This is an optimization exercise on Yosys and OpenROAD, whose aim is small area, a short achievable clock period and few clock cycles per item, not a production implementation.
In this exercise RTL edits were held to simulation tests only and were not proved equivalent to the original.
Power is estimated from default activity; no workload was simulated.

## flow/design.v (module list and top-level ports; edited modules follow where they fit)
// module mul_fa: 11 lines
// module mul_ha: 10 lines
// module dadda_mul: 1832 lines
module dadda_mul
(
    input  logic        clk,
    input  logic        rst_n,
    input  logic        in_valid,
    input  logic        mode,
    input  logic [15:0] a,
    input  logic [15:0] b,
    output logic        out_valid,
    output logic [15:0] hi,
    output logic [15:0] lo
);
  // ...
==> flow/run.sh <==
#!/bin/bash
# synth_recipe.tcl (not shown) runs the flow's synth.tcl, then flattens the netlist and writes it again
# the make line also repeats each setting of config.mk as NAME=value (left out here)
make -C /OpenROAD-flow-scripts/flow DESIGN_CONFIG=/design/flow/config.mk WORK_HOME=/design/flow/orfs CLKGATE_MAP_FILE= SYNTH_SCRIPT=/design/flow/synth_recipe.tcl finish
==> flow/config.mk <==
export PLATFORM = sky130hd
export DESIGN_NAME = dadda_mul
export DESIGN_NICKNAME = dadda_mul
export VERILOG_FILES = /design/flow/design.v
export SDC_FILE = /design/flow/constraint.sdc
export NUM_CORES = 4
export LEC_CHECK = 0
export ABC_AREA = 1
export CAP_MARGIN = 20
export CORE_MARGIN = 2
export CORE_UTILIZATION = 40
export CTS_CLUSTER_DIAMETER = 150
export CTS_CLUSTER_SIZE = 30
export SETUP_SLACK_MARGIN = 2.2
export SLEW_MARGIN = 20
export SYNTH_HIERARCHICAL = 1
export SYNTH_MINIMUM_KEEP_SIZE = 0
==> flow/constraint.sdc <==
create_clock -name core_clock -period 4.0 [get_ports {clk}]
set_input_delay 0.8000 -clock core_clock [delete_from_list [all_inputs] [get_ports {clk}]]
set_output_delay 0.8000 -clock core_clock [all_outputs]
set_load 0.01 [all_outputs]
==> impl_metrics.env, run 1 <==
export IMPL_die_width_um=179
export IMPL_cts_repair_resized=199
export IMPL_layout_common_cells="dfxtp_1 (183), xor2_1 (145), o22ai_1 (128), nand2_1 (110), inv_1 (86)"
export IMPL_drc=0
export IMPL_r2r_end="s468_q3$_DFF_P_"
export IMPL_timing_hold_ws_ps=336
export IMPL_inv_count=88
export IMPL_layout_nets=1368
export IMPL_yosys_top_cells_area="dfxtp_1 (42%), fa_1 (18%), xor2_1 (10%)"
export IMPL_worst_setup_path_start_kind="register"
export IMPL_endpoint="s468_q3$_DFF_P_"
export IMPL_yosys_top_cells_count="dfxtp_1 (257), xor2_1 (146), o22ai_1 (128)"
export IMPL_final_nonclk_buf_share_pct=4.48
export IMPL_multi_input_area_share_pct=47.8
export IMPL_n_tap_cell=390
export IMPL_finalHoldViolCount=0
export IMPL_status="timing/DRC/antenna clean"
export IMPL_multi_input_area_um2=6500
export IMPL_root_buffer="clkbuf_16"
export IMPL_htreeDepth=1
export IMPL_hold_class="reg2reg"
export IMPL_p_seq_uw=4090
export IMPL_final_setup_viol_count=0
export IMPL_seq_share_pct=39.2
export IMPL_syn_area_um2=12200
export IMPL_p_sw_share_pct=37.4
export IMPL_worst_slack_ps=2050
export IMPL_firstDrtPassIters=4
export IMPL_wl_met2_um=11700
export IMPL_worst_setup_path_type="reg2reg"
export IMPL_crit_family="adder cells"
Testbench counts, summed over its fixed seeds: cycles 16,024, items 16,000.
==> inputs of run 2 (changes only) <==
--- a/flow/config.mk
+++ b/flow/config.mk
@@ -11,7 +11,8 @@
 export CORE_UTILIZATION = 40
 export CTS_CLUSTER_DIAMETER = 150
 export CTS_CLUSTER_SIZE = 30
-export SETUP_SLACK_MARGIN = 2.2
+export GPL_TIMING_DRIVEN = 1
+export SETUP_SLACK_MARGIN = 2.1
 export SLEW_MARGIN = 20
 export SYNTH_HIERARCHICAL = 1
 export SYNTH_MINIMUM_KEEP_SIZE = 0
==> impl_metrics.env, run 2 <==
export IMPL_status="timing/DRC/antenna clean"
export IMPL_ys_seq_area_share_pct=43.0
export IMPL_layout_common_cells="dfxtp_1 (193), xor2_1 (146), o22ai_1 (128), nand2_1 (120), fa_1 (100)"
export IMPL_maxCapViolations=0
export IMPL_worst_setup_path_type="reg2reg"
export IMPL_cp_common_cell="fa_1"
export IMPL_yosys_top_cells_area="dfxtp_1 (42%), fa_1 (18%), xor2_1 (10%)"
export IMPL_avgViaCountPerCell=4.93
export IMPL_fin_setup_tns_ps=0
export IMPL_synth_warnings=7
export IMPL_ys_types=25
export IMPL_rows=63
export IMPL_use_met2_pct=26.8
export IMPL_met3_usage_pct=2.07
export IMPL_cp_num_buf_inv=0
export IMPL_drive_gt1_share_pct=10.9
export IMPL_numCtsBuffers=12
export IMPL_clk_pin_slew_ps=110
export IMPL_worstMarginPinSlew_ps=708
export IMPL_syn_area_per_cell_um2=10.6
export IMPL_synth_top_area_cell="dfxtp_1"
export IMPL_power_density_nw_per_um2=710
export IMPL_grt_antenna_before_repair=0
export IMPL_required_ps=4380
export IMPL_finalHoldViolCount=0
export IMPL_crit_path_max_fanout=1
export IMPL_coreArea_um2=29800
export IMPL_leakagePower_uw=0.00598
export IMPL_syn_area_um2=12200
export IMPL_cts_sinks=261
export IMPL_design_area_um2=13500
export IMPL_io_buffers=68
export IMPL_clock_latency_ps=490
export IMPL_worst_slack_ps=2070
export IMPL_placed_area_um2=13100
export IMPL_synth_most_common_cell="dfxtp_1"
export IMPL_reg2reg_from="s248_q2$_DFF_P_"
export IMPL_grt_most_used_layer="met2"
export IMPL_synth_top_flop_cell="dfxtp_1"
export IMPL_die_width_um=179
export IMPL_hold_class="reg2reg"
export IMPL_synth_top_area_share_pct=42.2
export IMPL_final_setup_viol_count=0
export IMPL_largest_register_ffs=32
export IMPL_n_fill_cell=2804
export IMPL_via_count=7616
export IMPL_synth_edf_count=0
export IMPL_arrival_ps=2310
export IMPL_fmax_mhz=519
export IMPL_rsz0062_at_grt="yes"
export IMPL_worst_setup_path_start_kind="register"
export IMPL_htreeDepth=1
export IMPL_hp_start="p486_q3$_DFF_P_"
export IMPL_firstDrtPassIters=4
export IMPL_dr_first_iter_drc_count=425
export IMPL_pre_cts_ws_ps=1850
export IMPL_layout_commonest_cell="dfxtp_1"
export IMPL_ff_latch_area_um2=5330
export IMPL_initial_core_util_pct=40.9
export IMPL_async_reset_ff_share_pct=1.53
export IMPL_ys_ff_latch=261
export IMPL_ctsHoldBuffers=0
export IMPL_vdd_drop_max_mv=0.312
export IMPL_io_pins=69
export IMPL_grt_max_degree=32
export IMPL_path_cells="fa_1, fa_2, fa_1"
export IMPL_clockBufferDepth=3
export IMPL_syn_nets=1362
export IMPL_grtUsageMet1_pct=22.2
export IMPL_maxSlewViolCount=0
export IMPL_antenna_left=0
export IMPL_wl_per_cell_um=15.8
export IMPL_cts_tree="built"
export IMPL_finalCritPeriodShare_pct=48.2
export IMPL_track_usage_pct=16.1
export IMPL_multi_input_area_um2=6370
export IMPL_dieHeight_um=179
export IMPL_diodes=0
export IMPL_gp_congestion=0.822
export IMPL_layout_nets=1366
export IMPL_relSlewSlack_pct=52.7
export IMPL_grt_pass1_vias=7815
export IMPL_cp_slowest_cell="fa_2"
export IMPL_area_delta_synth_final_pct=11.1
export IMPL_drc=0
export IMPL_cp_startpoint="s248_q2$_DFF_P_"
export IMPL_root_buffer="clkbuf_16"
export IMPL_dp_hpwl_um=17500
export IMPL_cp_end_kind="register"
export IMPL_syn_inst=1151
export IMPL_drt_wl_total_um=24400
export IMPL_fin_skew_ps=16.0
export IMPL_critPathMaxStageDelay_ps=590
export IMPL_yosys_top_cells_count="dfxtp_1 (257), xor2_1 (146), o22ai_1 (128)"
export IMPL_grt_overflow=0
export IMPL_period_minus_slack_ps=1930
export IMPL_dieArea_um2=31900
export IMPL_crit_family="adder cells"
export IMPL_largest_register="prod"
export IMPL_largestRegisters="prod (32), vld (4)"
export IMPL_grt_first_pass_wirelength_um=40700
==> run 2: changes by cell type in the layout (fill, tap and decap cells not counted), moves of 2 or more <==
| cell | delta |
|---|---|
| nand2_2 | -9 |
| dfxtp_1 | +10 |
| nand2_1 | +10 |
| nor2_2 | -2 |
| clkbuf_2 | +7 |
| nor2_1 | +4 |
| dlygate4sd2_1 | +2 |
| dfxtp_2 | -9 |
| nor2_4 | -2 |
| clkdlybuf4s15_1 | +23 |
| buf_2 | -32 |
| fa_1 | +19 |
| fa_2 | -19 |
==> run 2: logic make-up after synthesis <==
family / share of synthesized area (%)
flops: 43.0
xor+xnor: 11.4
fa+ha+maj: 24.6
compound gates: 8.25
simple gates: 7.16
buf+inv: 5.54
==> run 2: Yosys stat by module (local to each module, per instance) <==
module | flip-flops and latches | cell area [um2] | copies in the design | cells inside
mul_ha | 0 | 12.5 | 31 | 1
mul_fa | 0 | 20.0 | 107 | 1
dadda_mul | 261 | 9660 | 1 | 1013
==> run 2: worst paths after layout <==
check / endpoint / slack, ps / cells after the start
hold / removal: prod[0]$_DFF_P_ / 330 / 0
max in group asynchronous: vld[3]$_DFF_PN0_ / 3330 / 1
hold reg to reg: prod[0]$_DFF_P_ / 330 / 0
setup / recovery: s452_q3$_DFF_P_ / 2070 / 3
setup reg to reg: s452_q3$_DFF_P_ / 2070 / 3
min in group asynchronous: vld[0]$_DFF_PN0_ / 500 / 1
==> run 2: power by group <==
| part | internal [uW] | switching, uW | total, uW |
|---|---|---|---|
| Combinational | 1910 | 2250 | 4160 |
| Clock | 599 | 801 | 1400 |
| Sequential | 3550 | 507 | 4060 |
==> run 2: final cells by class <==
| type | instances | share of cell area (%) |
|---|---|---|
| Inverter | 88 | 2.44 |
| Tap cell | 390 | 3.60 |
| Clock inverter | 1 | 0.0831 |
| Timing Repair Buffer | 74 | 5.07 |
| Sequential cell | 261 | 39.3 |
| Multi-Input combinational cell | 718 | 47.0 |
| Clock buffer | 14 | 2.43 |
==> run 2: metal layers <==
layer,vias to the layer above,part of all wire [%]
li1,3689,-
met1,3714,46
met2,190,47
met3,23,4.6
met4,0,1.5
met5,-,0
==> run 2: repair_timing <==
item                       4_1_cts  5_1_grt
pin swaps                       39       19
setup endpoints to repair       80      107
setup buffers                    1        0
resized for setup               84       77
==> run 2: per-stage QoR <==
step | utilization (%) | instances | total power (uW) | hold WS [ps]
floorplan | - | 1151 | 6960 | 310
global placement | 43.8 | 1530 | 8240 | 313
detailed placement | 43.8 | 1530 | 8330 | 318
CTS | 45.1 | 1546 | 9650 | 333
global route | 45.5 | 1546 | 10700 | 343
finish | 45.5 | 1546 | 9620 | 329
==> inputs of run 3 (changes only) <==
--- a/flow/config.mk
+++ b/flow/config.mk
@@ -11,7 +11,6 @@
 export CORE_UTILIZATION = 40
 export CTS_CLUSTER_DIAMETER = 150
 export CTS_CLUSTER_SIZE = 30
-export GPL_TIMING_DRIVEN = 1
 export SETUP_SLACK_MARGIN = 2.1
 export SLEW_MARGIN = 20
 export SYNTH_HIERARCHICAL = 1
==> impl_metrics.env, run 3 <==
export IMPL_ys_ff_latch=261
export IMPL_cts_sinks=261
export IMPL_syn_nets=1362
export IMPL_ff_latch_area_um2=5330
export IMPL_dp_hpwl_um=17500
export IMPL_leakagePower_uw=0.00598
export IMPL_grt_antenna_before_repair=0
export IMPL_initial_core_util_pct=40.9
export IMPL_firstDrtPassIters=4
export IMPL_track_usage_pct=16.1
export IMPL_fmax_mhz=519
export IMPL_syn_inst=1151
export IMPL_cp_end_kind="register"
export IMPL_worst_setup_path_start_kind="register"
export IMPL_diodes=0
export IMPL_layout_commonest_cell="dfxtp_1"
export IMPL_pre_cts_ws_ps=1850
export IMPL_layout_nets=1366
export IMPL_rows=63
export IMPL_rsz0062_at_grt="yes"
export IMPL_drive_gt1_share_pct=10.9
export IMPL_gp_congestion=0.822
export IMPL_maxCapViolations=0
export IMPL_cts_tree="built"
export IMPL_syn_area_per_cell_um2=10.6
export IMPL_layout_common_cells="dfxtp_1 (193), xor2_1 (146), o22ai_1 (128), nand2_1 (120), fa_1 (100)"
export IMPL_required_ps=4380
export IMPL_io_buffers=68
export IMPL_finalNonFillerCells=1546
export IMPL_avgViaCountPerCell=4.93
export IMPL_relSlewSlack_pct=52.7
export IMPL_coreArea_um2=29800
export IMPL_wl_per_cell_um=15.8
export IMPL_ys_types=25
export IMPL_fin_setup_tns_ps=0
export IMPL_synth_warnings=7
export IMPL_largest_register="prod"
export IMPL_antenna_left=0
export IMPL_clockBufferDepth=3
export IMPL_status="timing/DRC/antenna clean"
export IMPL_drc=0
export IMPL_n_fill_cell=2804
export IMPL_via_count=7616
export IMPL_grt_max_degree=32
export IMPL_yosys_top_cells_area="dfxtp_1 (42%), fa_1 (18%), xor2_1 (10%)"
export IMPL_arrival_ps=2310
export IMPL_grt_overflow=0
export IMPL_clock_latency_ps=490
export IMPL_dieArea_um2=31900
export IMPL_crit_path_max_fanout=1
export IMPL_period_minus_slack_ps=1930
export IMPL_area_delta_synth_final_pct=11.1
export IMPL_hold_class="reg2reg"
export IMPL_synth_top_area_share_pct=42.2
export IMPL_final_setup_viol_count=0
export IMPL_grt_first_pass_wirelength_um=40700
export IMPL_numCtsBuffers=12
export IMPL_htreeDepth=1
export IMPL_worstMarginPinSlew_ps=708
export IMPL_synth_top_flop_cell="dfxtp_1"
export IMPL_dr_first_iter_drc_count=425
export IMPL_finalHoldViolCount=0
export IMPL_synth_most_common_cell="dfxtp_1"
export IMPL_syn_area_um2=12200
export IMPL_maxSlewViolCount=0
export IMPL_synth_edf_count=0
export IMPL_root_buffer="clkbuf_16"
export IMPL_place_inst=1530
export IMPL_drt_wl_total_um=24400
export IMPL_timing_hold_ws_ps=329
export IMPL_clk_pin_slew_ps=110
export IMPL_power_density_nw_per_um2=710
export IMPL_multi_input_area_um2=6370
export IMPL_io_pins=69
export IMPL_synth_top_area_cell="dfxtp_1"
export IMPL_largest_register_ffs=32
export IMPL_worst_slack_ps=2070
export IMPL_grt_pass1_vias=7815
export IMPL_largestRegisters="prod (32), vld (4)"
export IMPL_finalCritPeriodShare_pct=48.2
export IMPL_fin_skew_ps=16.0
export IMPL_dieHeight_um=179
export IMPL_worst_setup_path_type="reg2reg"
export IMPL_r2r_setup_slack_ps=2070
export IMPL_die_width_um=179
export IMPL_ys_seq_area_share_pct=43.0
export IMPL_yosys_top_cells_count="dfxtp_1 (257), xor2_1 (146), o22ai_1 (128)"
export IMPL_async_reset_ff_share_pct=1.53
export IMPL_vdd_drop_max_mv=0.312
run 3: cell counts in the layout (fill, tap and decap cells not counted):
Identical to the previous run, type by type.
run 3: layout make-up:
cell class | instances | share of cell area, %
inverter | 88 | 2.44
tap | 390 | 3.60
sequential | 261 | 39.3
clock inverter | 1 | 0.0831
multi-input combinational | 718 | 47.0
clock buffer | 14 | 2.43
timing repair buffer | 74 | 5.07
run 3: critical path: stages (launching register included):
cell and delay [ps]:
dfxtp_2 340, fa_1 510, fa_2 590, fa_1 390
run 3: stage by stage:
step	util, %	cell area [um2]	total power, uW
final	45.5	13500	9620
after floorplan	-	12200	6960
after global placement	43.8	13100	8240
after CTS	45.1	13400	9650
after global routing	45.5	13500	10700
after detailed placement	43.8	13100	8330
run 3: per-module statistics from Yosys, one instance, submodules excluded:
module	cell area [um2]	flip-flops and latches
mul_ha	12.5	0
mul_fa	20.0	0
dadda_mul	9660	261
run 3: path summary, 6_finish.rpt:
| check | startpoint | end | depth (start not counted) |
|---|---|---|---|
| max in group asynchronous | rst_n | vld[3]$_DFF_PN0_ | 1 |
| min reg2reg | p486_q3$_DFF_P_ | prod[0]$_DFF_P_ | 0 |
| max | s248_q2$_DFF_P_ | s452_q3$_DFF_P_ | 3 |
| max reg2reg | s248_q2$_DFF_P_ | s452_q3$_DFF_P_ | 3 |
| min | p486_q3$_DFF_P_ | prod[0]$_DFF_P_ | 0 |
| min in group asynchronous | rst_n | vld[0]$_DFF_PN0_ | 1 |
run 3: cells by family after synthesis:
group / Yosys count / share of synthesized area, %
XOR/XNOR: 159 / 11.4
AO/OA/AOI/OAI: 168 / 8.25
adder cells (fa/ha/maj): 175 / 24.6
AND/OR/NAND/NOR: 216 / 7.16
buffers and inverters: 172 / 5.54
flip-flops: 261 / 43.0
run 3: power breakdown:
part,internal [uW],leakage [uW],switching (uW),total (uW)
Combinational,1910,0.00360,2250,4160
Sequential,3550,0.00221,507,4060
Clock,599,0.000167,801,1400
run 3: timing repair:
action	CTS	global route
endpoints found under the setup margin	80	107
resized for setup	84	77
hold buffers	0	0
pin swaps	39	19
gates cloned	0	0
setup buffers	1	0
run 3: per-layer routing:
metal	vias up	track usage (%)	wire length, um
met5	-	0	0
met4	0	3.73	378
met3	23	2.07	1120
met2	190	26.8	11600
met1	3714	22.2	11400
li1	3689	-	-
==> inputs of run 4 (changes only) <==
==> flow/flow/run.sh (new file) <==
#!/bin/bash
# Standard ORFS layout, except that the port buffers are plain buf_2 cells
# (the default choice is a slow delay-buffer cell).
set -euo pipefail
bash standard.sh BUFFER_PORTS_ARGS="-buffer_cell sky130_fd_sc_hd__buf_2" finish > standard.log 2>&1
==> flow/standard.sh (new file) <==
#!/bin/bash
# synth_recipe.tcl (not shown) runs the flow's synth.tcl, then flattens the netlist and writes it again
# the make line also repeats each setting of config.mk as NAME=value (left out here)
make -C /OpenROAD-flow-scripts/flow DESIGN_CONFIG=/design/flow/config.mk WORK_HOME=/design/flow/orfs CLKGATE_MAP_FILE= SYNTH_SCRIPT=/design/flow/synth_recipe.tcl "${@:-finish}"
removed: flow/run.sh
==> impl_metrics.env, run 4 <==
export IMPL_drc=0
export IMPL_leakagePower_uw=0.00597
export IMPL_combPwrFrac_pct=43.4
export IMPL_rows=63
export IMPL_power_frac_seq_pct=41.9
export IMPL_layout_commonest_cell="dfxtp_1"
export IMPL_grt_antenna_before_repair=0
export IMPL_layout_common_cells="dfxtp_1 (195), xor2_1 (146), o22ai_1 (128), nand2_1 (120), fa_1 (99)"
export IMPL_vdd_drop_max_mv=0.303
export IMPL_syn_area_um2=12200
export IMPL_area_delta_synth_final_pct=8.94
export IMPL_gp_congestion=0.835
export IMPL_syn_area_per_cell_um2=10.6
export IMPL_diodes=0
export IMPL_dr_first_iter_drc_count=396
export IMPL_via_count=7587
export IMPL_synth_warnings=7
export IMPL_wl_per_cell_um=15.8
export IMPL_io_pins=69
export IMPL_cts_tree="built"
export IMPL_synth_top_area_share_pct=42.2
export IMPL_largest_register="prod"
export IMPL_n_fill_cell=2821
export IMPL_syn_nets=1362
export IMPL_root_buffer="clkbuf_16"
export IMPL_worstMarginPinSlew_ps=739
export IMPL_io_buffers=68
export IMPL_multi_input_area_um2=6390
export IMPL_largestRegisters="prod (32), vld (4)"
export IMPL_maxSlewViolCount=0
export IMPL_clockBufferDepth=3
export IMPL_yosys_top_cells_count="dfxtp_1 (257), xor2_1 (146), o22ai_1 (128)"
export IMPL_track_usage_pct=16.0
export IMPL_largest_register_ffs=32
export IMPL_status="timing/DRC/antenna clean"
export IMPL_synth_most_common_cell="dfxtp_1"
export IMPL_maxCapViolations=0
export IMPL_synth_top_area_cell="dfxtp_1"
export IMPL_p_sw_share_pct=37.5
export IMPL_ys_seq_area_share_pct=43.0
export IMPL_power_density_nw_per_um2=726
export IMPL_fin_skew_ps=20.2
export IMPL_cp_end_kind="register"
export IMPL_period_minus_slack_ps=1940
export IMPL_antenna_left=0
export IMPL_switchingPower_uw=3620
export IMPL_required_ps=4380
export IMPL_drt_wl_total_um=24400
export IMPL_firstDrtPassIters=7
export IMPL_die_width_um=179
export IMPL_ys_ff_latch=261
export IMPL_dieHeight_um=179
export IMPL_fin_setup_tns_ps=0
export IMPL_htreeDepth=1
export IMPL_p_clk_share_pct=14.7
export IMPL_internal_power_uw=6030
export IMPL_final_setup_viol_count=0
export IMPL_layout_nets=1368
export IMPL_crit_path_max_fanout=1
export IMPL_coreArea_um2=29800
export IMPL_async_reset_ff_share_pct=1.53
export IMPL_hold_class="in2async"
export IMPL_initial_core_util_pct=40.9
export IMPL_worst_slack_ps=2060
export IMPL_grt_max_degree=32
export IMPL_relSlewSlack_pct=50.7
export IMPL_fmax_mhz=516
export IMPL_synth_edf_count=0
export IMPL_ff_latch_area_um2=5320
export IMPL_synth_top_flop_cell="dfxtp_1"
export IMPL_finalCritPeriodShare_pct=48.4
export IMPL_clk_pin_slew_ps=110
export IMPL_dp_hpwl_um=17300
export IMPL_avgViaCountPerCell=4.90
export IMPL_numCtsBuffers=12
export IMPL_yosys_top_cells_area="dfxtp_1 (42%), fa_1 (18%), xor2_1 (10%)"
export IMPL_clock_latency_ps=500
export IMPL_worst_setup_path_type="reg2reg"
export IMPL_drive_gt1_share_pct=16.2
export IMPL_rsz0062_at_grt="yes"
export IMPL_worst_setup_path_start_kind="register"
export IMPL_cts_sinks=261
export IMPL_grt_overflow=0
export IMPL_finalHoldViolCount=0
export IMPL_pre_cts_ws_ps=1860
export IMPL_arrival_ps=2320
export IMPL_syn_inst=1151
export IMPL_dieArea_um2=31900
export IMPL_grt_first_pass_wirelength_um=40700
export IMPL_ys_types=25
export IMPL_grt_pass1_vias=7936
## run 4: cell counts after synthesis
No cell type changed its count.
## run 4: power by group through the flow
stage	clock network (uW)	logic [uW]	registers, uW
floorplan	0	3010	3950
global route	1570	4990	4140
detailed placement	0	4090	4080
finish	1420	4180	4040
global placement	0	4010	4060
CTS	1480	4130	4020
## run 4: logic make-up (layout without fill, tap and decap cells)
group | after synthesis | count (layout) | synth area share [%]
DFF | 261 | 261 | 43.0
and+or+nand+nor | 216 | 216 | 7.16
adders and majority gates | 175 | 175 | 24.6
buffers and inverters | 172 | 179 | 5.54
AOI/OAI and AO/OA | 168 | 168 | 8.25
xor gates and xnor gates | 159 | 159 | 11.4
## run 4: path summary, 6_finish.rpt
kind / cells past startpoint / slack (ps) / endpoint / startpoint
worst min-delay path: 1 / 90 / vld[3]$_DFF_PN0_ / rst_n
worst min register to register: 0 / 320 / pp23_q3$_DFF_P_ / pp23_q2$_DFF_P_
min in group core_clock: 0 / 320 / pp23_q3$_DFF_P_ / pp23_q2$_DFF_P_
worst max register to register: 3 / 2060 / s448_q3$_DFF_P_ / c233_q2$_DFF_P_
max in group asynchronous: 1 / 3800 / vld[0]$_DFF_PN0_ / rst_n
worst max-delay path: 3 / 2060 / s448_q3$_DFF_P_ / c233_q2$_DFF_P_
## run 4: worst max-delay path: stages, from the launching register on
cell,delay [ps]
dfxtp_2,340
fa_1,500
fa_2,580
fa_1,400
## run 4: final cells by class
cell class / count / area share [%]
inverters: 88 / 2.49
clock inverters: 1 / 0.0848
flip-flops and latches: 261 / 40.1
repair buffers: 76 / 3.07
well taps: 390 / 3.67
multi-input cells: 718 / 48.1
clock buffers: 14 / 2.48
## run 4: per-layer routing
metal	global-route usage [%]	wire length, um
met1	21.3	11100
met5	0	0
met4	4.98	462
met2	26.5	11400
met3	3.11	1540
## run 4: Yosys stat by module (local to each module, per instance)
| module | area (um2) | cells |
|---|---|---|
| mul_fa | 20.0 | 1 |
| mul_ha | 12.5 | 1 |
| dadda_mul | 9660 | 1013 |
## run 4: metrics by stage
stage                     area, um2  total power, uW  util (%)  std cells  hold slack (ps)
after floorplan               12200             6960         -       1151              310
after global placement        12700             8070      42.7       1532              311
after detailed placement      12700             8170      42.7       1532              314
after CTS                     13100             9630      44.0       1548             67.6
after global routing          13300            10700      44.6       1548             67.1
final                         13300             9640      44.6       1548             85.6
## run 4: repair_timing
item | in CTS | in global routing
resized for setup | 29 | 61
pin swaps | 39 | 20
endpoints found under the setup margin | 40 | 93
endpoints found under the hold margin | 0 | 0
hold buffers | 0 | 0
buffers inserted | 1 | 0
==> inputs of run 5 (changes only) <==
==> flow/flow/run.sh (replaced) <==
#!/bin/bash
# Standard ORFS layout, except that the port buffers are plain buf_1 cells
# (the default choice is a slow delay-buffer cell).
set -euo pipefail
bash standard.sh BUFFER_PORTS_ARGS="-buffer_cell sky130_fd_sc_hd__buf_1" finish > standard.log 2>&1
--- a/flow/config.mk
+++ b/flow/config.mk
@@ -11,7 +11,7 @@
 export CORE_UTILIZATION = 40
 export CTS_CLUSTER_DIAMETER = 150
 export CTS_CLUSTER_SIZE = 30
-export SETUP_SLACK_MARGIN = 2.1
+export SETUP_SLACK_MARGIN = 2.05
 export SLEW_MARGIN = 20
 export SYNTH_HIERARCHICAL = 1
 export SYNTH_MINIMUM_KEEP_SIZE = 0
==> impl_metrics.env, run 5 <==
export IMPL_status="timing/DRC/antenna clean"
export IMPL_leakagePower_uw=0.00578
export IMPL_cp_startpoint="s262_q2$_DFF_P_"
export IMPL_rows=63
export IMPL_period_minus_slack_ps=1970
export IMPL_root_buffer="clkbuf_16"
export IMPL_synth_most_common_cell="dfxtp_1"
export IMPL_rsz0062_at_grt="yes"
export IMPL_wl_per_cell_um=15.7
export IMPL_largest_register="prod"
export IMPL_required_ps=4370
export IMPL_firstDrtPassIters=5
export IMPL_synth_edf_count=0
export IMPL_io_pins=69
export IMPL_ys_seq_area_share_pct=43.0
export IMPL_maxCapViolations=0
export IMPL_syn_area_per_cell_um2=10.6
export IMPL_cp_end_kind="register"
export IMPL_layout_common_cells="dfxtp_1 (214), xor2_1 (146), o22ai_1 (128), nand2_1 (121), fa_1 (104)"
export IMPL_vdd_drop_max_mv=0.371
export IMPL_gp_congestion=0.819
export IMPL_crit_path_max_fanout=1
export IMPL_cts_tree="built"
export IMPL_drt_wl_total_um=24300
export IMPL_async_reset_ff_share_pct=1.53
export IMPL_grt_max_degree=32
export IMPL_initial_core_util_pct=40.9
export IMPL_ys_ff_latch=261
export IMPL_pre_cts_ws_ps=1870
export IMPL_avgViaCountPerCell=4.91
export IMPL_dieArea_um2=31900
export IMPL_track_usage_pct=15.9
export IMPL_worst_setup_path_type="reg2reg"
export IMPL_coreArea_um2=29800
export IMPL_layout_commonest_cell="dfxtp_1"
export IMPL_drive_gt1_share_pct=8.12
export IMPL_finalCritPeriodShare_pct=49.2
export IMPL_worstMarginPinSlew_ps=816
export IMPL_drc=0
export IMPL_largest_register_ffs=32
export IMPL_hold_class="in2async"
export IMPL_synth_warnings=7
export IMPL_arrival_ps=2340
export IMPL_numCtsBuffers=12
export IMPL_yosys_top_cells_count="dfxtp_1 (257), xor2_1 (146), o22ai_1 (128)"
export IMPL_clock_latency_ps=500
export IMPL_fin_setup_tns_ps=0
export IMPL_io_buffers=68
export IMPL_synth_top_area_cell="dfxtp_1"
export IMPL_largestRegisters="prod (32), vld (4)"
export IMPL_reg2reg_from="s262_q2$_DFF_P_"
export IMPL_grt_pass1_vias=7690
export IMPL_grt_antenna_before_repair=0
export IMPL_dp_hpwl_um=17300
export IMPL_relSlewSlack_pct=45.5
export IMPL_fmax_mhz=508
export IMPL_htreeDepth=1
export IMPL_grt_first_pass_wirelength_um=40100
export IMPL_diodes=0
export IMPL_dr_first_iter_drc_count=466
export IMPL_cts_sinks=261
export IMPL_synth_top_area_share_pct=42.2
export IMPL_finalHoldViolCount=0
export IMPL_syn_inst=1151
export IMPL_via_count=7598
export IMPL_clockBufferDepth=3
export IMPL_syn_nets=1362
export IMPL_worst_setup_path_start_kind="register"
export IMPL_ys_types=25
export IMPL_fin_skew_ps=25.8
export IMPL_maxSlewViolCount=0
export IMPL_final_setup_viol_count=0
export IMPL_synth_top_flop_cell="dfxtp_1"
export IMPL_die_width_um=179
export IMPL_grt_overflow=0
export IMPL_dieHeight_um=179
export IMPL_clk_pin_slew_ps=120
export IMPL_area_delta_synth_final_pct=7.74
export IMPL_power_density_nw_per_um2=724
export IMPL_syn_area_um2=12200
export IMPL_worst_slack_ps=2030
export IMPL_yosys_top_cells_area="dfxtp_1 (42%), fa_1 (18%), xor2_1 (10%)"
export IMPL_layout_nets=1367
export IMPL_antenna_left=0
[run 5: cell counts after synthesis]
No cell type changed its count.
[run 5: metrics by stage]
step                      std cells  power, uW  instance area (um2)  utilization, %  hold slack [ps]
after global routing           1548      10600                13100            44.1              120
after floorplan                1151       6960                12200               -              310
after CTS                      1548       9600                13000            43.7              114
final                          1548       9510                13100            44.1              124
after detailed placement       1531       8150                12600            42.4              318
after global placement         1531       8030                12600            42.4              311
[run 5: kinds of logic (layout without fill, tap and decap cells)]
group / after synthesis / after routing / share of synthesized area [%]
buffers and inverters: 172 / 179 / 5.54
flip-flops: 261 / 261 / 43.0
AO/OA/AOI/OAI: 168 / 168 / 8.25
adder cells (fa/ha/maj): 175 / 175 / 24.6
XOR/XNOR: 159 / 159 / 11.4
AND/OR/NAND/NOR: 216 / 216 / 7.16
[run 5: cell type report]
class | instances | area, um2
fill | 2786 | 16700
multi-input combinational | 718 | 6350
sequential | 261 | 5300
tap | 390 | 488
clock buffer | 15 | 343
inverter | 88 | 330
timing repair buffer | 75 | 312
clock inverter | 1 | 8.76
[run 5: final timing paths]
kind	end	slack, ps	cells after the start
max in group asynchronous	vld[2]$_DFF_PN0_	3700	1
min in group core_clock	g487_q3$_DFF_P_	340	0
min reg2reg	g487_q3$_DFF_P_	340	0
max reg2reg	s458_q3$_DFF_P_	2030	3
min	vld[3]$_DFF_PN0_	120	1
max	s458_q3$_DFF_P_	2030	3
[run 5: per-layer routing]
metal,vias to the layer above,GRT usage [%],part of all wire (%)
met5,-,0,0
met4,0,4.47,2.2
met3,28,2.54,5.1
met2,161,26.2,47
met1,3713,21.6,46
li1,3696,-,-
[run 5: timing repair]
| item | 4_1_cts | 5_1_grt |
|---|---|---|
| gates resized for setup | 17 | 45 |
| endpoints found under the hold margin | 0 | 0 |
| buffers inserted | 1 | 0 |
| pin swaps | 26 | 30 |
| endpoints found under the setup margin | 23 | 66 |
| hold buffers | 0 | 0 |
[run 5: power breakdown]
part / switching (uW) / internal [uW]
sequential: 502 / 3540
clock: 799 / 617
combinational: 2270 / 1790
total: 3570 / 5950
[run 5: modules after synthesis (local to each module, per instance)]
module     times used  cell area, um2  cells inside
mul_ha             31            12.5             1
dadda_mul           1            9660          1013
mul_fa            107            20.0             1
[run 5: critical path, cell delays in order (launching register included)]
cell and delay (ps):
dfxtp_4 380, fa_1 510, fa_2 560, fa_1 390
==> inputs of run 6 (changes only) <==
--- a/flow/config.mk
+++ b/flow/config.mk
@@ -11,7 +11,7 @@
 export CORE_UTILIZATION = 40
 export CTS_CLUSTER_DIAMETER = 150
 export CTS_CLUSTER_SIZE = 30
-export SETUP_SLACK_MARGIN = 2.05
+export SETUP_SLACK_MARGIN = 2.15
 export SLEW_MARGIN = 20
 export SYNTH_HIERARCHICAL = 1
 export SYNTH_MINIMUM_KEEP_SIZE = 0
==> impl_metrics.env, run 6 <==
export IMPL_use_met2_pct=26.2
export IMPL_synth_compound_area_share_pct=8.25
export IMPL_dieHeight_um=179
export IMPL_wl_per_cell_um=15.6
export IMPL_dieArea_um2=31900
export IMPL_power_density_nw_per_um2=732
export IMPL_synth_simple_gate_area_share_pct=7.16
export IMPL_area_delta_synth_final_pct=8.40
export IMPL_maxSlewViolCount=0
export IMPL_numCtsBuffers=12
export IMPL_antenna_left=0
export IMPL_worstMarginPinSlew_ps=658
export IMPL_synth_top_family_by_area="adder cells"
export IMPL_finalNonFillerCells=1545
export IMPL_arrival_ps=2380
export IMPL_gp_congestion=0.805
export IMPL_ys_seq_area_share_pct=43.0
export IMPL_synth_edf_count=0
export IMPL_synth_top_area_share_pct=42.2
export IMPL_grt_antenna_before_repair=0
export IMPL_largestRegisters="prod (32), vld (4)"
export IMPL_io_pins=69
export IMPL_dp_hpwl_um=17400
export IMPL_leakagePower_uw=0.00577
export IMPL_grt_most_used_layer="met2"
export IMPL_status="timing/DRC/antenna clean"
export IMPL_crit_path_max_fanout=1
export IMPL_grt_overflow=0
export IMPL_syn_area_um2=12200
export IMPL_clk_pin_slew_ps=110
export IMPL_async_reset_ff_share_pct=1.53
export IMPL_synth_xor_area_share_pct=11.4
export IMPL_track_usage_pct=15.6
export IMPL_grt_pass1_vias=7650
export IMPL_syn_area_per_cell_um2=10.6
export IMPL_syn_nets=1362
export IMPL_grt_first_pass_wirelength_um=39700
export IMPL_finalCritPeriodShare_pct=48.6
export IMPL_hold_class="in2async"
export IMPL_relSlewSlack_pct=56.1
export IMPL_largest_register_ffs=32
export IMPL_synthAdderAreaFrac_pct=24.6
export IMPL_syn_inst=1151
export IMPL_multi_input_area_um2=6410
export IMPL_ys_ff_latch=261
export IMPL_grtUsageMet1_pct=21.6
export IMPL_die_width_um=179
export IMPL_synth_top_area_cell="dfxtp_1"
export IMPL_root_buffer="clkbuf_16"
export IMPL_worst_setup_path_type="reg2reg"
export IMPL_drc=0
export IMPL_layout_commonest_cell="dfxtp_1"
export IMPL_vdd_drop_max_mv=0.251
export IMPL_coreArea_um2=29800
export IMPL_period_minus_slack_ps=1950
export IMPL_place_inst=1526
export IMPL_htreeDepth=1
export IMPL_rsz0062_at_grt="yes"
export IMPL_diodes=0
export IMPL_ctsHoldBuffers=0
export IMPL_clockBufferDepth=3
export IMPL_layout_nets=1365
export IMPL_synth_top_flop_cell="dfxtp_1"
export IMPL_firstDrtPassIters=7
export IMPL_yosys_top_cells_area="dfxtp_1 (42%), fa_1 (18%), xor2_1 (10%)"
export IMPL_avgViaCountPerCell=4.88
export IMPL_largest_register="prod"
export IMPL_synthMuxAreaShare_pct=0
export IMPL_dr_first_iter_drc_count=485
export IMPL_synth_warnings=7
export IMPL_fmax_mhz=514
export IMPL_grt_max_degree=32
export IMPL_ys_types=25
export IMPL_layout_common_cells="dfxtp_1 (188), xor2_1 (146), o22ai_1 (128), nand2_1 (119), fa_1 (91)"
export IMPL_cts_tree="built"
export IMPL_drive_gt1_share_pct=12.0
export IMPL_worst_setup_path_start_kind="register"
export IMPL_via_count=7541
export IMPL_io_buffers=68
export IMPL_drt_wl_total_um=24200
export IMPL_finalHoldViolCount=0
export IMPL_fin_setup_tns_ps=0
export IMPL_yosys_top_cells_count="dfxtp_1 (257), xor2_1 (146), o22ai_1 (128)"
export IMPL_required_ps=4440
export IMPL_final_setup_viol_count=0
export IMPL_synth_most_common_cell="dfxtp_1"
export IMPL_cp_end_kind="register"
export IMPL_fin_skew_ps=15.9
export IMPL_met3_usage_pct=1.85
export IMPL_initial_core_util_pct=40.9
export IMPL_clock_latency_ps=490
export IMPL_cts_sinks=261
export IMPL_n_fill_cell=2851
export IMPL_rows=63
export IMPL_ff_latch_area_um2=5350
export IMPL_maxCapViolations=0
[run 6: worst max-delay path, cell delays in order, from the launching register on]
cell and delay, ps:
dfxtp_2 340, fa_2 580, fa_2 450, fa_2 520
[run 6: logic make-up after synthesis]
group                      after synthesis
AOI/OAI and AO/OA                      168
xor gates and xnor gates               159
adders and majority gates              175
buffers and inverters                  172
DFF                                    261
and+or+nand+nor                        216
[run 6: per-stage QoR]
step	hold slack [ps]	util [%]	setup WS, ps	area, um2	power (uW)
after CTS	87.4	43.8	2070	13100	9650
after global routing	91.7	44.4	2020	13200	10700
after detailed placement	313	42.3	1910	12600	8100
after floorplan	310	-	2130	12200	6920
final	110	44.4	2050	13200	9680
after global placement	311	42.3	1940	12600	8000
[run 6: path summary, 6_finish.rpt]
kind | startpoint | to | slack [ps] | cells past startpoint
worst max-delay path | pp144_q2$_DFF_P_ | s448_q3$_DFF_P_ | 2050 | 3
worst min-delay path | rst_n | vld[2]$_DFF_PN0_ | 110 | 1
worst max register to register | pp144_q2$_DFF_P_ | s448_q3$_DFF_P_ | 2050 | 3
worst min register to register | pp23_q2$_DFF_P_ | pp23_q3$_DFF_P_ | 340 | 0
max in group asynchronous | rst_n | vld[0]$_DFF_PN0_ | 3720 | 1
min in group core_clock | pp23_q2$_DFF_P_ | pp23_q3$_DFF_P_ | 340 | 0
[run 6: metal layers]
| layer | wire length, um | vias up |
|---|---|---|
| li1 | - | 3689 |
| met1 | 11200 | 3654 |
| met2 | 11600 | 177 |
| met3 | 1070 | 21 |
| met4 | 373 | 0 |
| met5 | 0 | - |
[run 6: final cells by class]
type / count / share of cell area (%)
Inverter: 88 / 2.50
Multi-Input combinational cell: 719 / 48.5
Timing Repair Buffer: 72 / 2.26
Tap cell: 390 / 3.69
Clock inverter: 1 / 0.0852
Clock buffer: 14 / 2.49
Sequential cell: 261 / 40.4
[run 6: modules after synthesis (local to each module, per instance)]
| module | flip-flops and latches | times used | cells inside |
|---|---|---|---|
| mul_fa | 0 | 107 | 1 |
| dadda_mul | 261 | 1 | 1013 |
| mul_ha | 0 | 31 | 1 |
[run 6: report_power, final]
| group | total, uW | switching, uW | internal (uW) |
|---|---|---|---|
| Clock | 1400 | 804 | 599 |
| Sequential | 4100 | 546 | 3560 |
| Combinational | 4170 | 2300 | 1870 |
| Total | 9680 | 3650 | 6020 |
[run 6: repair_timing]
action,in CTS,in global routing
gates resized for setup,49,64
endpoints found under the hold margin,0,0
buffers inserted,1,2
setup endpoints to repair,92,91
gates cloned,0,1
pin swaps,12,16
==> inputs of run 7 (changes only) <==
--- a/flow/config.mk
+++ b/flow/config.mk
@@ -11,7 +11,7 @@
 export CORE_UTILIZATION = 40
 export CTS_CLUSTER_DIAMETER = 150
 export CTS_CLUSTER_SIZE = 30
-export SETUP_SLACK_MARGIN = 2.15
+export SETUP_SLACK_MARGIN = 2.1
 export SLEW_MARGIN = 20
 export SYNTH_HIERARCHICAL = 1
 export SYNTH_MINIMUM_KEEP_SIZE = 0
==> impl_metrics.env, run 7 <==
export IMPL_status="timing/DRC/antenna clean"
export IMPL_finalCritPeriodShare_pct=48.6
export IMPL_worst_setup_path_start_kind="register"
export IMPL_synth_warnings=7
export IMPL_numCtsBuffers=12
export IMPL_leakagePower_uw=0.00578
export IMPL_worst_setup_path_type="reg2reg"
export IMPL_grt_max_degree=32
export IMPL_required_ps=4430
export IMPL_syn_area_um2=12200
export IMPL_initial_core_util_pct=40.9
export IMPL_coreArea_um2=29800
export IMPL_fin_skew_ps=26.7
export IMPL_layout_commonest_cell="dfxtp_1"
export IMPL_synth_top_flop_cell="dfxtp_1"
export IMPL_power_frac_seq_pct=42.4
export IMPL_synth_edf_count=0
export IMPL_largestRegisters="prod (32), vld (4)"
export IMPL_yosys_top_cells_area="dfxtp_1 (42%), fa_1 (18%), xor2_1 (10%)"
export IMPL_cts_sinks=261
export IMPL_drc=0
export IMPL_synth_top_area_cell="dfxtp_1"
export IMPL_grt_overflow=0
export IMPL_vdd_drop_max_mv=0.370
export IMPL_switchingPower_uw=3570
export IMPL_final_setup_viol_count=0
export IMPL_fin_setup_tns_ps=0
export IMPL_rsz0062_at_grt="yes"
export IMPL_relSlewSlack_pct=47.7
export IMPL_hold_class="in2async"
export IMPL_syn_nets=1362
export IMPL_root_buffer="clkbuf_16"
export IMPL_gp_congestion=0.819
export IMPL_dieHeight_um=179
export IMPL_rows=63
export IMPL_wl_per_cell_um=15.6
export IMPL_layout_nets=1367
export IMPL_syn_inst=1151
export IMPL_cts_tree="built"
export IMPL_async_reset_ff_share_pct=1.53
export IMPL_synth_most_common_cell="dfxtp_1"
export IMPL_power_density_nw_per_um2=724
export IMPL_die_width_um=179
export IMPL_combPwrFrac_pct=42.8
export IMPL_grt_antenna_before_repair=0
export IMPL_finalHoldViolCount=0
export IMPL_clk_pin_slew_ps=110
export IMPL_largest_register_ffs=32
export IMPL_io_buffers=68
export IMPL_largest_register="prod"
export IMPL_synth_top_area_share_pct=42.2
export IMPL_clockBufferDepth=3
export IMPL_via_count=7570
export IMPL_worstMarginPinSlew_ps=784
export IMPL_ys_seq_area_share_pct=43.0
export IMPL_p_clk_share_pct=14.8
export IMPL_grt_pass1_vias=7681
export IMPL_maxCapViolations=0
export IMPL_multi_input_area_um2=6370
export IMPL_yosys_top_cells_count="dfxtp_1 (257), xor2_1 (146), o22ai_1 (128)"
export IMPL_dp_hpwl_um=17300
export IMPL_ff_latch_area_um2=5320
export IMPL_syn_area_per_cell_um2=10.6
export IMPL_ys_types=25
export IMPL_final_util_pct=44.2
export IMPL_n_fill_cell=2780
export IMPL_diodes=0
export IMPL_dr_first_iter_drc_count=506
export IMPL_clock_latency_ps=500
export IMPL_cp_end_kind="register"
export IMPL_antenna_left=0
export IMPL_dieArea_um2=31900
export IMPL_track_usage_pct=15.9
export IMPL_area_delta_synth_final_pct=8.01
export IMPL_grt_first_pass_wirelength_um=40200
export IMPL_drt_wl_total_um=24200
export IMPL_arrival_ps=2380
export IMPL_layout_common_cells="dfxtp_1 (200), xor2_1 (146), o22ai_1 (128), nand2_1 (118), fa_1 (98)"
export IMPL_fmax_mhz=514
export IMPL_ctsHoldBuffers=0
export IMPL_crit_path_max_fanout=1
export IMPL_avgViaCountPerCell=4.89
export IMPL_htreeDepth=1
export IMPL_internal_power_uw=5970
export IMPL_drive_gt1_share_pct=10.0
export IMPL_ys_ff_latch=261
export IMPL_maxSlewViolCount=0
export IMPL_io_pins=69
export IMPL_p_sw_share_pct=37.4
export IMPL_firstDrtPassIters=5
export IMPL_period_minus_slack_ps=1940
==> run 7: cell counts after synthesis <==
No cell type changed its count.
==> run 7: area by class of cell <==
type / count / share of cell area (%)
timing repair buffer: 75 / 2.37
multi-input combinational: 718 / 48.4
clock inverter: 1 / 0.0665
tap: 390 / 3.71
sequential: 261 / 40.4
clock buffer: 15 / 2.60
inverter: 88 / 2.51
==> run 7: kinds of logic (layout without fill, tap and decap cells) <==
logic type / Yosys count / in the layout / share of synthesized area [%]
AO/OA/AOI/OAI: 168 / 168 / 8.25
adder cells (fa/ha/maj): 175 / 175 / 24.6
buffers and inverters: 172 / 179 / 5.54
flip-flops: 261 / 261 / 43.0
AND/OR/NAND/NOR: 216 / 216 / 7.16
XOR/XNOR: 159 / 159 / 11.4
==> run 7: per-layer routing <==
metal,global-route usage (%),wire [um]
met5,0,0
met4,4.47,525
met3,2.54,1380
met2,26.3,11300
met1,21.6,11100
==> run 7: power groups by stage <==
stage | Combinational, uW | Sequential, uW | Clock [uW]
4_1_cts | 4110 | 4030 | 1480
3_3_place_gp | 3960 | 4070 | 0
6_report | 4080 | 4050 | 1410
5_1_grt | 4860 | 4140 | 1570
3_5_place_dp | 4070 | 4090 | 0
2_1_floorplan | 3010 | 3950 | 0
==> run 7: worst paths after layout <==
path                            startpoint          endpoint  slack (ps)  cells past startpoint
max in group asynchronous            rst_n  vld[2]$_DFF_PN0_        3700                      1
max reg2reg                c221_q2$_DFF_P_   s444_q3$_DFF_P_        2060                      3
min in group core_clock    g487_q2$_DFF_P_   g487_q3$_DFF_P_         330                      0
max                        c221_q2$_DFF_P_   s444_q3$_DFF_P_        2060                      3
min reg2reg                g487_q2$_DFF_P_   g487_q3$_DFF_P_         330                      0
min                                  rst_n  vld[3]$_DFF_PN0_         130                      1
==> run 7: modules after synthesis (local to each module, per instance) <==
module     cells  flops+latches  area, um2
dadda_mul   1013            261       9660
mul_fa         1              0       20.0
mul_ha         1              0       12.5
==> run 7: worst max-delay path, stage by stage, from the launching register on <==
cell	delay (ps)
dfxtp_2	340
fa_1	570
fa_1	450
fa_2	530
==> run 7: per-stage QoR <==
| stage | worst slack [ps] | hold WS (ps) | instance area (um2) | std cells | power [uW] |
|---|---|---|---|---|---|
| 2_1_floorplan | 2100 | 310 | 12200 | 1151 | 6960 |
| 3_5_place_dp | 1870 | 318 | 12600 | 1531 | 8150 |
| 3_3_place_gp | 1900 | 311 | 12600 | 1531 | 8030 |
| 6_report | 2060 | 125 | 13200 | 1548 | 9540 |
| 5_1_grt | 2000 | 120 | 13200 | 1548 | 10600 |
| 4_1_cts | 2050 | 114 | 13100 | 1548 | 9620 |
==> run 7: repair_timing <==
item	in CTS	in global routing
resized for setup	34	49
pin swaps	39	19
setup buffers	1	0
endpoints found under the setup margin	50	98
==> inputs of run 8 (changes only) <==
--- a/flow/design.v
+++ b/flow/design.v
@@ -13,6 +13,23 @@
     assign s  = a ^ b ^ ci;
     assign co = (a & b) | (ci & (a ^ b));
 endmodule
+module mul_xor2
+(
+    input  logic a,
+    input  logic b,
+    output logic y
+);
+    assign y = a ^ b;
+endmodule
+module mul_maj3
+(
+    input  logic a,
+    input  logic b,
+    input  logic c,
+    output logic y
+);
+    assign y = (a & b) | (c & (a | b));
+endmodule
 module mul_ha
 (
     input  logic a,
--- a/flow/config.mk
+++ b/flow/config.mk
@@ -8,7 +8,7 @@
 export ABC_AREA = 1
 export CAP_MARGIN = 20
 export CORE_MARGIN = 2
-export CORE_UTILIZATION = 40
+export CORE_UTILIZATION = 55
 export CTS_CLUSTER_DIAMETER = 150
 export CTS_CLUSTER_SIZE = 30
 export SETUP_SLACK_MARGIN = 2.1
==> impl_metrics.env, run 8 <==
export IMPL_finalCritPeriodShare_pct=48.6
export IMPL_rsz0062_at_grt="yes"
export IMPL_synth_most_common_cell="dfxtp_1"
export IMPL_relSlewSlack_pct=51.5
export IMPL_synth_top_area_share_pct=42.2
export IMPL_htreeDepth=1
export IMPL_syn_inst=1151
export IMPL_ys_types=25
export IMPL_io_pins=69
export IMPL_layout_commonest_cell="dfxtp_1"
export IMPL_clockBufferDepth=3
export IMPL_io_buffers=68
export IMPL_clk_pin_slew_ps=110
export IMPL_async_reset_ff_share_pct=1.53
export IMPL_power_density_nw_per_um2=730
export IMPL_required_ps=4430
export IMPL_final_setup_viol_count=0
export IMPL_antenna_left=0
export IMPL_worst_setup_path_type="reg2reg"
export IMPL_maxSlewViolCount=0
export IMPL_largest_register_ffs=32
export IMPL_period_minus_slack_ps=1940
export IMPL_grt_antenna_before_repair=0
export IMPL_finalNonFillerCells=1435
export IMPL_largest_register="prod"
export IMPL_finalPower_uw=9490
export IMPL_cp_common_cell="fa_1"
export IMPL_diodes=0
export IMPL_worst_setup_path_start_kind="register"
export IMPL_grt_pass1_vias=7479
export IMPL_clock_latency_ps=490
export IMPL_arrival_ps=2370
export IMPL_place_inst=1419
export IMPL_worstMarginPinSlew_ps=726
export IMPL_worst_slack_ps=2060
export IMPL_ys_ff_latch=261
export IMPL_grt_first_pass_wirelength_um=38700
export IMPL_finalHoldViolCount=0
export IMPL_drc=0
export IMPL_synth_edf_count=0
export IMPL_crit_family="adder cells"
export IMPL_cp_startpoint="s246_q2$_DFF_P_"
export IMPL_status="timing/DRC/antenna clean"
export IMPL_hold_class="in2async"
export IMPL_multi_input_area_um2=6370
export IMPL_dieHeight_um=153
export IMPL_dp_hpwl_um=16700
export IMPL_drive_gt1_share_pct=8.66
export IMPL_cp_end_kind="register"
export IMPL_cp_slowest_cell="fa_1"
export IMPL_cts_tree="built"
export IMPL_rows=54
export IMPL_syn_area_per_cell_um2=10.6
export IMPL_cts_sinks=261
export IMPL_wl_per_cell_um=16.2
export IMPL_fin_setup_tns_ps=0
export IMPL_synth_top_area_cell="dfxtp_1"
export IMPL_fmax_mhz=514
export IMPL_gp_congestion=0.828
export IMPL_numCtsBuffers=12
export IMPL_reg2reg_from="s246_q2$_DFF_P_"
export IMPL_area_delta_synth_final_pct=6.61
export IMPL_grt_max_degree=32
export IMPL_cp_num_buf_inv=0
export IMPL_synth_warnings=7
export IMPL_die_width_um=153
export IMPL_drt_wl_total_um=23200
export IMPL_vdd_drop_max_mv=0.361
export IMPL_synth_top_flop_cell="dfxtp_1"
export IMPL_n_fill_cell=1908
export IMPL_maxCapViolations=0
export IMPL_pre_cts_ws_ps=1850
export IMPL_track_usage_pct=20.3
export IMPL_critPathMaxStageDelay_ps=570
export IMPL_yosys_top_cells_count="dfxtp_1 (257), xor2_1 (146), o22ai_1 (128)"
export IMPL_crit_path_max_fanout=1
export IMPL_leakagePower_uw=0.00577
export IMPL_root_buffer="clkbuf_16"
export IMPL_coreArea_um2=21800
export IMPL_ys_seq_area_share_pct=43.0
export IMPL_grt_overflow=0
export IMPL_path_cells="fa_1, fa_2, fa_1"
export IMPL_initial_core_util_pct=55.9
export IMPL_largestRegisters="prod (32), vld (4)"
export IMPL_layout_nets=1365
export IMPL_ff_latch_area_um2=5310
export IMPL_syn_nets=1362
export IMPL_avgViaCountPerCell=5.17
export IMPL_layout_common_cells="dfxtp_1 (208), xor2_1 (146), o22ai_1 (128), nand2_1 (119), fa_1 (102)"
export IMPL_via_count=7425
export IMPL_firstDrtPassIters=4
export IMPL_dr_first_iter_drc_count=381
export IMPL_dieArea_um2=23400
export IMPL_yosys_top_cells_area="dfxtp_1 (42%), fa_1 (18%), xor2_1 (10%)"
export IMPL_syn_area_um2=12200
export IMPL_fin_skew_ps=22.6
-- run 8: changes by cell type in the layout (fill, tap and decap cells not counted), moves of 2 or more --
cell,before,now
nand2_4,1,3
fa_2,10,6
buf_4,6,4
fa_1,98,102
dfxtp_1,200,208
dfxtp_2,56,47
nand2_2,12,9
-- run 8: cell type report --
cell class                 count  area share, %
multi-input combinational    718           49.0
sequential                   261           40.9
tap                          280           2.70
inverter                      88           2.54
clock buffer                  14           2.53
timing repair buffer          73           2.28
clock inverter                 1         0.0866
-- run 8: logic make-up (layout without fill, tap and decap cells) --
kind of cell | count (synthesis) | count (layout) | share of synthesized area, %
adder cells (fa/ha/maj) | 175 | 175 | 24.6
flip-flops | 261 | 261 | 43.0
buffers and inverters | 172 | 176 | 5.53
AND/OR/NAND/NOR | 216 | 216 | 7.16
AO/OA/AOI/OAI | 168 | 168 | 8.25
XOR/XNOR | 159 | 159 | 11.4
-- run 8: repair_timing --
action / CTS / global route
gates resized for setup: 33 / 40
pin swaps: 39 / 23
setup endpoints to repair: 50 / 78
buffers inserted: 1 / 0
hold buffers: 0 / 0
-- run 8: per-layer routing --
layer	vias up	GRT usage [%]	routed length [um]
li1	3689	-	-
met1	3572	29.9	11500
met2	148	33.1	10500
met3	16	2.30	1020
met4	0	3.48	231
met5	-	0	0
-- run 8: power by group --
group          leakage [uW]  internal, uW  switching, uW
Clock              0.000167           599            801
Sequential          0.00221          3550            515
Combinational       0.00339          1780           2240
-- run 8: worst paths after layout --
kind / endpoint / slack, ps / cells past startpoint
max: s452_q3$_DFF_P_ / 2060 / 3
min: vld[2]$_DFF_PN0_ / 100 / 1
max reg2reg: s452_q3$_DFF_P_ / 2060 / 3
min reg2reg: s198_q3$_DFF_P_ / 340 / 0
max in group asynchronous: vld[0]$_DFF_PN0_ / 3730 / 1
min in group core_clock: s198_q3$_DFF_P_ / 340 / 0
-- run 8: Yosys stat by module (local to each module, per instance) --
module	cells inside	area [um2]	flip-flops and latches	times used
dadda_mul	1013	9660	261	1
mul_fa	1	20.0	0	107
mul_ha	1	12.5	0	31
-- run 8: metrics by stage --
step                area [um2]  utilization, %  hold WS, ps
finish                   13000            59.6          105
detailed placement       12500            57.2          315
global route             13000            59.6          112
CTS                      12900            59.0         91.3
floorplan                12200               -          310
global placement         12500            57.2          313
-- run 8: worst register-to-register path, delay by kind of cell (launching register included) --
family,cells,cell delay (ps)
fa+ha+maj,3,1550
flops,1,330
Testbench counts of run 8, summed over its fixed seeds: cycles 16,024, items 16,000.
==> inputs of run 9 (changes only) <==
--- a/flow/config.mk
+++ b/flow/config.mk
@@ -8,9 +8,10 @@
 export ABC_AREA = 1
 export CAP_MARGIN = 20
 export CORE_MARGIN = 2
-export CORE_UTILIZATION = 55
+export CORE_UTILIZATION = 40
 export CTS_CLUSTER_DIAMETER = 150
 export CTS_CLUSTER_SIZE = 30
+export PLACE_DENSITY = 0.6
 export SETUP_SLACK_MARGIN = 2.1
 export SLEW_MARGIN = 20
 export SYNTH_HIERARCHICAL = 1
==> impl_metrics.env, run 9 <==
export IMPL_drt_wl_total_um=24500
export IMPL_yosys_top_cells_count="dfxtp_1 (257), xor2_1 (146), o22ai_1 (128)"
export IMPL_clock_latency_ps=500
export IMPL_synth_warnings=7
export IMPL_numCtsBuffers=12
export IMPL_placed_area_um2=12600
export IMPL_die_width_um=179
export IMPL_crit_path_max_fanout=1
export IMPL_largest_register="prod"
export IMPL_synth_top_area_share_pct=42.2
export IMPL_syn_inst=1151
export IMPL_synth_top_area_cell="dfxtp_1"
export IMPL_largest_register_ffs=32
export IMPL_design_area_um2=13200
export IMPL_async_reset_ff_share_pct=1.53
export IMPL_grtUsageMet1_pct=21.5
export IMPL_rsz0062_at_grt="yes"
export IMPL_hold_class="in2async"
export IMPL_fin_setup_tns_ps=0
export IMPL_syn_area_per_cell_um2=10.6
export IMPL_met3_usage_pct=3.13
export IMPL_synth_most_common_cell="dfxtp_1"
export IMPL_via_count=7633
export IMPL_finalPower_uw=9630
export IMPL_critPathMaxStageDelay_ps=560
export IMPL_root_buffer="clkbuf_16"
export IMPL_io_pins=69
export IMPL_maxCapViolations=0
export IMPL_fmax_mhz=513
export IMPL_area_delta_synth_final_pct=8.29
export IMPL_worst_setup_path_type="reg2reg"
export IMPL_dieArea_um2=31900
export IMPL_rows=63
export IMPL_clockBufferDepth=3
export IMPL_cp_end_kind="register"
export IMPL_finalHoldViolCount=0
export IMPL_grt_first_pass_wirelength_um=40700
export IMPL_use_met2_pct=26.4
export IMPL_synth_edf_count=0
export IMPL_required_ps=4380
export IMPL_clk_pin_slew_ps=110
export IMPL_avgViaCountPerCell=4.92
export IMPL_drc=0
export IMPL_grt_most_used_layer="met2"
export IMPL_grt_antenna_before_repair=0
export IMPL_layout_common_cells="dfxtp_1 (198), xor2_1 (146), o22ai_1 (128), nand2_1 (118), fa_1 (100)"
export IMPL_relSlewSlack_pct=50.7
export IMPL_status="timing/DRC/antenna clean"
export IMPL_htreeDepth=1
export IMPL_dieHeight_um=179
export IMPL_io_buffers=68
export IMPL_path_cells="fa_1, fa_1, fa_2"
export IMPL_layout_commonest_cell="dfxtp_1"
export IMPL_period_minus_slack_ps=1950
export IMPL_final_util_pct=44.3
export IMPL_firstDrtPassIters=5
export IMPL_final_setup_viol_count=0
export IMPL_syn_area_um2=12200
export IMPL_syn_nets=1362
export IMPL_fin_skew_ps=21.1
export IMPL_grt_pass1_vias=7886
export IMPL_track_usage_pct=16.1
export IMPL_initial_core_util_pct=40.9
export IMPL_largestRegisters="prod (32), vld (4)"
export IMPL_dr_first_iter_drc_count=451
export IMPL_power_density_nw_per_um2=729
export IMPL_antenna_left=0
export IMPL_finalCritPeriodShare_pct=48.7
export IMPL_worst_setup_path_start_kind="register"
export IMPL_worstMarginPinSlew_ps=739
export IMPL_leakagePower_uw=0.00580
export IMPL_coreArea_um2=29800
export IMPL_ys_ff_latch=261
export IMPL_grt_overflow=0
export IMPL_cp_num_buf_inv=0
export IMPL_timing_hold_ws_ps=115
export IMPL_wl_per_cell_um=15.8
export IMPL_drive_gt1_share_pct=10.3
export IMPL_cts_tree="built"
export IMPL_ys_types=25
export IMPL_yosys_top_cells_area="dfxtp_1 (42%), fa_1 (18%), xor2_1 (10%)"
export IMPL_grt_max_degree=32
export IMPL_layout_nets=1370
export IMPL_cp_common_cell="fa_1"
export IMPL_vdd_drop_max_mv=0.282
export IMPL_arrival_ps=2330
export IMPL_maxSlewViolCount=0
export IMPL_synth_top_flop_cell="dfxtp_1"
export IMPL_dp_hpwl_um=17400
export IMPL_cts_sinks=261
export IMPL_diodes=0
export IMPL_ys_seq_area_share_pct=43.0
export IMPL_cp_slowest_cell="fa_1"
export IMPL_crit_family="adder cells"
export IMPL_gp_congestion=0.821
run 9: cell types whose count changed in the layout (fill, tap and decap cells not counted), sizes merged:
cell / delta
buf: +5
run 9: final cells by class:
cell class,count,area (um2)
Tap cell,390,488
Sequential cell,261,5320
Multi-Input combinational cell,718,6390
Fill cell,2817,16600
Clock buffer,14,329
Timing Repair Buffer,78,334
Clock inverter,1,11.3
Inverter,88,330
run 9: Yosys stat by module, one instance, submodules excluded:
module | cell area [um2] | flops+latches
dadda_mul | 9660 | 261
mul_fa | 20.0 | 0
mul_ha | 12.5 | 0
run 9: metrics by stage:
step | std cells | worst slack [ps]
2_1_floorplan | 1151 | 2100
3_3_place_gp | 1531 | 1900
3_5_place_dp | 1531 | 1840
4_1_cts | 1547 | 2060
5_1_grt | 1550 | 2010
6_report | 1550 | 2050
run 9: layer usage:
metal  wire, um  vias to the layer above
li1           -                     3696
met1      11000                     3695
met2      11400                      201
met3       1560                       41
met4        542                        0
met5          0                        -
run 9: worst paths after layout:
path,from,end,slack (ps),cells past startpoint
setup / recovery,s224_q2$_DFF_P_,s444_q3$_DFF_P_,2050,3
hold / removal,rst_n,vld[3]$_DFF_PN0_,120,1
setup reg to reg,s224_q2$_DFF_P_,s444_q3$_DFF_P_,2050,3
hold reg to reg,s198_q2$_DFF_P_,s198_q3$_DFF_P_,330,0
max in group asynchronous,rst_n,vld[0]$_DFF_PN0_,3720,1
min in group core_clock,s198_q2$_DFF_P_,s198_q3$_DFF_P_,330,0
run 9: kinds of logic (layout without fill, tap and decap cells):
| kind of cell | after synthesis | after routing | synth area share, % |
|---|---|---|---|
| simple gates | 216 | 216 | 7.16 |
| flops | 261 | 261 | 43.0 |
| xor+xnor | 159 | 159 | 11.4 |
| buf+inv | 172 | 181 | 5.53 |
| compound gates | 168 | 168 | 8.25 |
| fa+ha+maj | 175 | 175 | 24.6 |
run 9: power breakdown:
group | switching, uW | internal, uW | total (uW)
Combinational | 2320 | 1850 | 4170
Clock | 802 | 598 | 1400
Sequential | 503 | 3550 | 4050
Total | 3630 | 6000 | 9630
run 9: repair_timing:
item                       4_1_cts  5_1_grt
pin swaps                       41       18
gates cloned                     0        0
setup endpoints to repair       38       92
setup buffers                    1        3
resized for setup               33       54
hold buffers                     0        0
==> inputs of run 10 (changes only) <==
--- a/flow/config.mk
+++ b/flow/config.mk
@@ -8,10 +8,9 @@
 export ABC_AREA = 1
 export CAP_MARGIN = 20
 export CORE_MARGIN = 2
-export CORE_UTILIZATION = 40
+export CORE_UTILIZATION = 60
 export CTS_CLUSTER_DIAMETER = 150
 export CTS_CLUSTER_SIZE = 30
-export PLACE_DENSITY = 0.6
 export SETUP_SLACK_MARGIN = 2.1
 export SLEW_MARGIN = 20
 export SYNTH_HIERARCHICAL = 1
==> impl_metrics.env, run 10 <==
export IMPL_dp_hpwl_um=16600
export IMPL_r2r_setup_slack_ps=2040
export IMPL_cp_slowest_cell="fa_2"
export IMPL_layout_nets=1365
export IMPL_ys_ff_latch=261
export IMPL_finalHoldViolCount=0
export IMPL_synth_top_area_share_pct=42.2
export IMPL_io_buffers=68
export IMPL_cp_num_buf_inv=0
export IMPL_leakagePower_uw=0.00577
export IMPL_synth_xor_area_share_pct=11.4
export IMPL_grt_max_degree=32
export IMPL_final_setup_viol_count=0
export IMPL_synthAdderAreaFrac_pct=24.6
export IMPL_worstMarginPinSlew_ps=747
export IMPL_cp_end_kind="register"
export IMPL_worst_setup_path_start_kind="register"
export IMPL_r2r_cells=3
export IMPL_clk_pin_slew_ps=110
export IMPL_gp_congestion=0.816
export IMPL_layout_commonest_cell="dfxtp_1"
export IMPL_syn_nets=1362
export IMPL_rsz0062_at_grt="yes"
export IMPL_ys_seq_area_share_pct=43.0
export IMPL_async_reset_ff_share_pct=1.53
export IMPL_drt_wl_total_um=23100
export IMPL_firstDrtPassIters=4
export IMPL_r2r_end="s452_q3$_DFF_P_"
export IMPL_io_pins=69
export IMPL_drc=0
export IMPL_fin_setup_tns_ps=0
export IMPL_synth_warnings=7
export IMPL_status="timing/DRC/antenna clean"
export IMPL_synth_top_flop_cell="dfxtp_1"
export IMPL_relSlewSlack_pct=50.1
export IMPL_avgViaCountPerCell=5.23
export IMPL_reg2reg_from="c243_q2$_DFF_P_"
export IMPL_synth_edf_count=0
export IMPL_grt_pass1_vias=7681
export IMPL_syn_area_per_cell_um2=10.6
export IMPL_design_area_um2=13000
export IMPL_layout_common_cells="dfxtp_1 (204), xor2_1 (146), o22ai_1 (128), nand2_1 (119), fa_1 (100)"
export IMPL_period_minus_slack_ps=1960
export IMPL_die_width_um=147
export IMPL_dr_first_iter_drc_count=394
export IMPL_synthMuxAreaShare_pct=0
export IMPL_grt_overflow=0
export IMPL_required_ps=4370
export IMPL_timing_hold_ws_ps=126
export IMPL_ys_types=25
export IMPL_worst_slack_ps=2040
export IMPL_finalNonFillerCells=1425
export IMPL_root_buffer="clkbuf_16"
export IMPL_cts_tree="built"
export IMPL_area_delta_synth_final_pct=6.64
export IMPL_clock_latency_ps=480
export IMPL_fmax_mhz=510
export IMPL_crit_path_max_fanout=1
export IMPL_critPathMaxStageDelay_ps=600
export IMPL_grt_first_pass_wirelength_um=38900
export IMPL_grt_antenna_before_repair=0
export IMPL_diodes=0
export IMPL_htreeDepth=1
export IMPL_largest_register_ffs=32
export IMPL_clockBufferDepth=3
export IMPL_synth_top_area_cell="dfxtp_1"
export IMPL_arrival_ps=2330
export IMPL_placed_area_um2=12500
export IMPL_synth_simple_gate_area_share_pct=7.16
export IMPL_initial_core_util_pct=60.6
export IMPL_largestRegisters="prod (32), vld (4)"
## run 10: layout make-up
class / instances / area share (%)
Clock buffer: 14 / 2.53
Clock inverter: 1 / 0.0866
Inverter: 88 / 2.54
Multi-Input combinational cell: 718 / 49.1
Sequential cell: 261 / 40.9
Tap cell: 270 / 2.60
Timing Repair Buffer: 73 / 2.25
## run 10: how the worst max path moves through the flow
stage / end / slack (ps) / depth (start not counted) / startpoint
floorplan: s454_q3$_DFF_P_ / 2100 / 3 / s250_q2$_DFF_P_
finish: s452_q3$_DFF_P_ / 2040 / 3 / c243_q2$_DFF_P_
global route: s452_q3$_DFF_P_ / 2010 / 3 / c243_q2$_DFF_P_
CTS: s444_q3$_DFF_P_ / 2040 / 3 / s226_q2$_DFF_P_
detailed placement: prod[16]$_DFF_P_ / 1860 / 10 / s446_q3$_DFF_P_
global placement: prod[16]$_DFF_P_ / 1880 / 10 / s450_q3$_DFF_P_
## run 10: power by group
part | total, uW | leakage (uW) | switching (uW) | internal (uW)
registers | 4060 | 0.00221 | 509 | 3550
logic | 4090 | 0.00339 | 2280 | 1810
clock network | 1390 | 0.000167 | 790 | 598
## run 10: logic make-up (layout without fill, tap and decap cells)
family	count (synthesis)	count (layout)
buffers and inverters	172	176
AOI/OAI and AO/OA	168	168
DFF	261	261
adders and majority gates	175	175
and+or+nand+nor	216	216
xor gates and xnor gates	159	159
## run 10: repair_timing
action | CTS | global route
buffers inserted | 1 | 0
pin swaps | 36 | 27
hold buffers | 0 | 0
gates resized for setup | 34 | 44
setup endpoints to repair | 43 | 80
## run 10: per-module statistics from Yosys (local to each module, per instance)
module / cells / copies in the design / flip-flops and latches / cell area, um2
mul_fa: 1 / 107 / 0 / 20.0
dadda_mul: 1013 / 1 / 261 / 9660
mul_ha: 1 / 31 / 0 / 12.5
## run 10: metrics by stage
step	util, %	total power [uW]
2_1_floorplan	-	6960
3_3_place_gp	62.0	7970
3_5_place_dp	62.0	8090
4_1_cts	64.0	9560
5_1_grt	64.7	10500
6_report	64.7	9540
## run 10: worst register-to-register path, stage by stage (launching register included)
cell	delay [ps]
dfxtp_2	340
fa_1	500
fa_2	600
fa_1	410
## run 10: layer usage
metal | global-route usage [%] | routed length (um)
met1 | 33.1 | 11400
met2 | 35.9 | 10500
met3 | 3.13 | 1000
met4 | 4.37 | 264
met5 | 0 | 0

Re-timed with assumed drivers on the ports (clkbuf_16 on the clock, buf_2 on other inputs), run 10 has 2.040 ns of setup slack against 2.040 ns with ideal ports, and 2.040 ns once port delays also move by the mid clock arrival of 0.522 ns.
